This is an optimization exercise on Yosys and OpenROAD, whose aim is small area, a short achievable clock period and few clock cycles per item, not a production implementation. Where RTL was checked, it was by simulation tests only, not by an equivalence proof against the original.

==> flow/design.v (excerpt) <==
module adaptive_step_length_controller (
    input  logic                             aclk,
    input  logic                             aresetn,
    input  logic                             s_tvalid,
    output logic                             s_tready,
    input  logic [aslc_pkg::S_TDATA_W-1:0]   s_tdata,
    input  logic                             s_tuser,
    output logic                             m_tvalid,
    input  logic                             m_tready,
    output logic [aslc_pkg::M_TDATA_W-1:0]   m_tdata,
    output logic                             m_tlast,
    input  logic                             cfg_valid,
    output logic                             cfg_ready,
    input  logic [aslc_pkg::CFG_IDX_W-1:0]   cfg_index,
    input  logic [aslc_pkg::CFG_DATA_W-1:0]  cfg_data
);
clock: 18.0 ns
lec_check: 0
cap_margin: 60
core_margin: 2
core_utilization: 40
slew_margin: 60
run.sh (not shown) runs the stock make flow with config.mk's settings and CLKGATE_MAP_FILE= SYNTH_SCRIPT=/design/flow/synth_recipe.tcl, a recipe that flattens the netlist after the stock synthesis.
The starting point finished with timing, DRC and antenna clean.
Testbench counts at the start, summed over its fixed seeds: cycles 8,582, items 8,246.
Change:
==> flow/flow/run.sh (new file) <==
#!/bin/bash
# The standard layout (the standard.sh, standard synthesis included), with
# two changes: the buffers that placement puts on every input and output port
# are sky130_fd_sc_hd__buf_2 instead of the resizer's default choice, and
# timing repair aims for 10 ns of setup slack at the design's clock period.
set -euo pipefail
bash standard.sh 'BUFFER_PORTS_ARGS=-buffer_cell sky130_fd_sc_hd__buf_2' SETUP_SLACK_MARGIN=10 finish > standard_flow.log 2>&1
==> flow/standard.sh (new file) <==
#!/bin/bash
# synth_recipe.tcl (not shown) runs the flow's synth.tcl, then flattens the netlist and writes it again
# the make line also repeats each setting of config.mk as NAME=value (left out here)
make -C /OpenROAD-flow-scripts/flow DESIGN_CONFIG=/design/flow/config.mk WORK_HOME=/design/flow/orfs CLKGATE_MAP_FILE= SYNTH_SCRIPT=/design/flow/synth_recipe.tcl "${@:-finish}"
removed: flow/run.sh
The new run went through all stages and came out clean.
Worst hold slack barely changes.
Utilization decreases by 1.0 points.
Routed wire length decreases by 2.4%.
Maximum frequency increases by 12%.
First-iteration DRC count increases by 2.7%.
Die area does not change.
Final area decreases by 2.3%.
Change:
--- a/flow/config.mk
+++ b/flow/config.mk
@@ -7,5 +7,5 @@
 export LEC_CHECK = 0
-export CAP_MARGIN = 60
+export CAP_MARGIN = 20
 export CORE_MARGIN = 2
-export CORE_UTILIZATION = 40
-export SLEW_MARGIN = 60
+export CORE_UTILIZATION = 55
+export SLEW_MARGIN = 20
- The new run completed with no timing, DRC or antenna violations
- via count goes up by 1.4%
- first-iteration DRC count goes up by 20%
- synthesized area is unchanged
- cell area goes down by 1.6%
- synthesized cell count is unchanged

* * *

adaptive_step_length_controller, a different RTL version from the one above (not shown whole).
Size: about 520 flip-flops, ~320 I/O pins, roughly 52000 sq um of cells after synthesis.
// adaptive_step_length_controller
module adaptive_step_length_controller (
    input  logic                             aclk,
    input  logic                             aresetn,
    input  logic                             s_tvalid,
    output logic                             s_tready,
    input  logic [aslc_pkg::S_TDATA_W-1:0]   s_tdata,
    input  logic                             s_tuser,
    output logic                             m_tvalid,
    input  logic                             m_tready,
    output logic [aslc_pkg::M_TDATA_W-1:0]   m_tdata,
    output logic                             m_tlast,
    input  logic                             cfg_valid,
    output logic                             cfg_ready,
    input  logic [aslc_pkg::CFG_IDX_W-1:0]   cfg_index,
    input  logic [aslc_pkg::CFG_DATA_W-1:0]  cfg_data
);
==> flow/config.mk <==
export PLATFORM = sky130hd
export DESIGN_NAME = adaptive_step_length_controller
export DESIGN_NICKNAME = adaptive_step_length_controller
export VERILOG_FILES = /design/flow/design.v
export SDC_FILE = /design/flow/constraint.sdc
export NUM_CORES = 4
export LEC_CHECK = 0
export CAP_MARGIN = 60
export CORE_MARGIN = 2
export CORE_UTILIZATION = 40
export SLEW_MARGIN = 60
==> flow/constraint.sdc <==
create_clock -name core_clock -period 18.0 [get_ports {aclk}]
set_input_delay 3.6000 -clock core_clock [delete_from_list [all_inputs] [get_ports {aclk}]]
set_output_delay 3.6000 -clock core_clock [all_outputs]
set_load 0.01 [all_outputs]
standard.sh (not shown) runs the stock make flow with config.mk's settings and CLKGATE_MAP_FILE= SYNTH_SCRIPT=/design/flow/synth_recipe.tcl, a recipe that flattens the netlist after the stock synthesis.
==> flow/flow/run.sh <==
#!/bin/bash
# The standard layout (the standard.sh, standard synthesis included), with
# two changes: the buffers that placement puts on every input and output port
# are sky130_fd_sc_hd__buf_2 instead of the resizer's default choice, and
# timing repair aims for 10 ns of setup slack at the design's clock period.
set -euo pipefail
bash standard.sh 'BUFFER_PORTS_ARGS=-buffer_cell sky130_fd_sc_hd__buf_2' SETUP_SLACK_MARGIN=10 finish > standard_flow.log 2>&1
The first run finished with timing, DRC and antenna clean.
Edit:
==> flow/flow/run.sh (replaced) <==
#!/bin/bash
# The standard layout (the standard.sh, standard synthesis included), with
# one change: the buffers that placement puts on every input and output port
# are sky130_fd_sc_hd__buf_2 instead of the resizer's default choice.
set -euo pipefail
bash standard.sh 'BUFFER_PORTS_ARGS=-buffer_cell sky130_fd_sc_hd__buf_2' finish > standard_flow.log 2>&1
Result: Non-clock buffer count shrinks by 9; worst setup slack gets worse by 1.2 ns; via count decreases slightly.
No functional check of the RTL was part of any run of this note.

* * *

adaptive_step_length_controller, a different RTL version from the one above (not shown whole).
For scale: ~6,100 cells after synthesis, roughly 490 flip-flops, about 320 I/O pins.
==> flow/design.v (excerpt) <==
module adaptive_step_length_controller (
    input  logic                             aclk,
    input  logic                             aresetn,
    input  logic                             s_tvalid,
    output logic                             s_tready,
    input  logic [aslc_pkg::S_TDATA_W-1:0]   s_tdata,
    input  logic                             s_tuser,
    output logic                             m_tvalid,
    input  logic                             m_tready,
    output logic [aslc_pkg::M_TDATA_W-1:0]   m_tdata,
    output logic                             m_tlast,
    input  logic                             cfg_valid,
    output logic                             cfg_ready,
    input  logic [aslc_pkg::CFG_IDX_W-1:0]   cfg_index,
    input  logic [aslc_pkg::CFG_DATA_W-1:0]  cfg_data
);
clock: 18.0 ns
lec_check: 0
cap_margin: 60
core_margin: 2
core_utilization: 40
slew_margin: 60
run.sh (not shown) runs the stock make flow with config.mk's settings and CLKGATE_MAP_FILE= SYNTH_SCRIPT=/design/flow/synth_recipe.tcl, a recipe that flattens the netlist after the stock synthesis.
Stock flow here: none of the scripts above is used.
The first run went through all stages and came out clean.
Testbench counts at the start, summed over its fixed seeds: cycles 8,582, items 8,246.
Then changed:
CAP_MARGIN = 20   (was 60)
SLEW_MARGIN = 20   (was 60)
Effect:
- The changed run ran to the end with no violations
- via count is lower by 0.38%
- critical path depth drops by 11
- global-route usage barely changes
- core utilization falls by 0.41 points
- first-iteration DRC count climbs by 3.1%

* * *

adaptive_step_length_controller, a different RTL version from the one above (not shown whole).
Size in the first run: roughly 6200 cells after synthesis, roughly 520 flip-flops, ~51000 sq um of cells after synthesis.
Settings: LEC_CHECK=0, CAP_MARGIN=80, CORE_MARGIN=2, CORE_UTILIZATION=40, SLEW_MARGIN=80; clock period 18.0 ns.
Edit:
CAP_MARGIN = 60   (was 80)
SLEW_MARGIN = 60   (was 80)
What happened: Worst setup slack is better by 0.50 ns; worst hold slack hardly moves; critical path depth went down by 7; design area went down by 9.0%; sequential share of layout area went up by 1.6 points; count of clock-buffer cells in the layout went down by 1; cell count went down by 2.8%.
Function was not checked in any run of this note: the RTL went through the layout flow alone.

* * *

== before ==
adaptive_step_length_controller, a different RTL version from the one above (not shown whole).
Size: about 5,200 cells after synthesis, ~490 flip-flops, roughly 320 I/O pins.
clock: 18.0 ns
lec_check: 0
cap_margin: 60
core_margin: 2
core_utilization: 40
slew_margin: 60
before: no failed stages, no open violations at the end
Testbench counts of before, summed over its fixed seeds: cycles 8,582, items 8,246.
The following lists how after was set up differently from before:
- CORE_UTILIZATION changed from 40 to 55
- SLEW_MARGIN changed from 60 to 20
- CAP_MARGIN changed from 60 to 20
==> flow/flow/run.sh (new file) <==
#!/bin/bash
# The standard layout (the standard.sh, standard synthesis included), with
# two changes: the buffers that placement puts on every input and output port
# are sky130_fd_sc_hd__buf_2 instead of the resizer's default choice, and
# timing repair aims for 10 ns of setup slack at the design's clock period.
set -euo pipefail
bash standard.sh 'BUFFER_PORTS_ARGS=-buffer_cell sky130_fd_sc_hd__buf_2' SETUP_SLACK_MARGIN=10 finish > standard_flow.log 2>&1
==> flow/standard.sh (new file) <==
#!/bin/bash
# synth_recipe.tcl (not shown) runs the flow's synth.tcl, then flattens the netlist and writes it again
# the make line also repeats each setting of config.mk as NAME=value (left out here)
make -C /OpenROAD-flow-scripts/flow DESIGN_CONFIG=/design/flow/config.mk WORK_HOME=/design/flow/orfs CLKGATE_MAP_FILE= SYNTH_SCRIPT=/design/flow/synth_recipe.tcl "${@:-finish}"
removed: flow/run.sh
Findings:
- after ended up with a higher count of clock-buffer cells in the layout than before did.
- The end of the critical path comes out s_tready in one run and st_len[12]$_DFF_P_ in the other, namely in before and after respectively.
- As far as mean post-synth cell area goes, before and after are indistinguishable; the numbers are identical.
- When after is set beside before, its non-clock buffer count turns out to be 38 smaller.
- Wire length (after vs. before) decreases by a few percent
- Looking at sequential share of layout area, after sits 1.3 points higher than before does.

## what the ideal ports hide
In the flow no input, the clock included, has a driving cell. The finished layouts below were timed again as built, in two steps.
Step 1 sets driving cells, clkbuf_16 on the clock port and buf_2 on the other inputs (assumed; they add their load-dependent delay and slew).
Step 2 also shifts input and output timing later by t, the mid clock arrival at the registers, as if the neighbouring blocks saw the same clock.
a / b / c = no drivers / after step 1 / after step 2; a / b = the first two.
| run | t, ns | setup WS [ns] | slew at the worst register clock pin (ns) | worst data-port slew with drivers (ns) | pins driven straight from the clock port |
|---|---|---|---|---|---|
| the first run of note 1 | 0.750 | 9.280 / 9.280 / 9.280 | 0.07 / 0.07 | 0.09 | 1 |
| the second run of note 1 | 0.735 | 10.203 / 10.181 / 10.181 | 0.07 / 0.07 | 0.09 | 1 |
| the third run of note 1 | 0.735 | 10.122 / 10.122 / 10.122 | 0.08 / 0.08 | 0.09 | 1 |
| the first run of note 2 | 0.712 | 10.144 / 10.144 / 10.061 | 0.07 / 0.07 | 0.09 | 1 |
| the second run of note 2 | 0.714 | 8.912 / 8.912 / 8.912 | 0.07 / 0.07 | 0.10 | 1 |
| the first run of note 3 | 0.754 | 8.679 / 8.679 / 8.285 | 0.07 / 0.07 | 0.10 | 1 |
| the second run of note 3 | 0.756 | 7.552 / 7.604 / 6.848 | 0.07 / 0.07 | 0.11 | 1 |
| the first run of note 4 | 0.767 | 8.079 / 8.079 / 8.079 | 0.07 / 0.07 | 0.17 | 1 |
| the second run of note 4 | 0.752 | 8.574 / 8.574 / 8.574 | 0.07 / 0.07 | 0.19 | 1 |
| before | 0.767 | 9.433 / 9.411 / 9.411 | 0.07 / 0.07 | 0.09 | 1 |
| after | 0.756 | 10.148 / 10.148 / 10.148 | 0.07 / 0.07 | 0.10 | 1 |
After both steps every run listed still meets setup and hold. The setup slack of the second run of note 3, which loses most, moves by +0.052 ns with the drivers and by -0.704 ns with both steps.
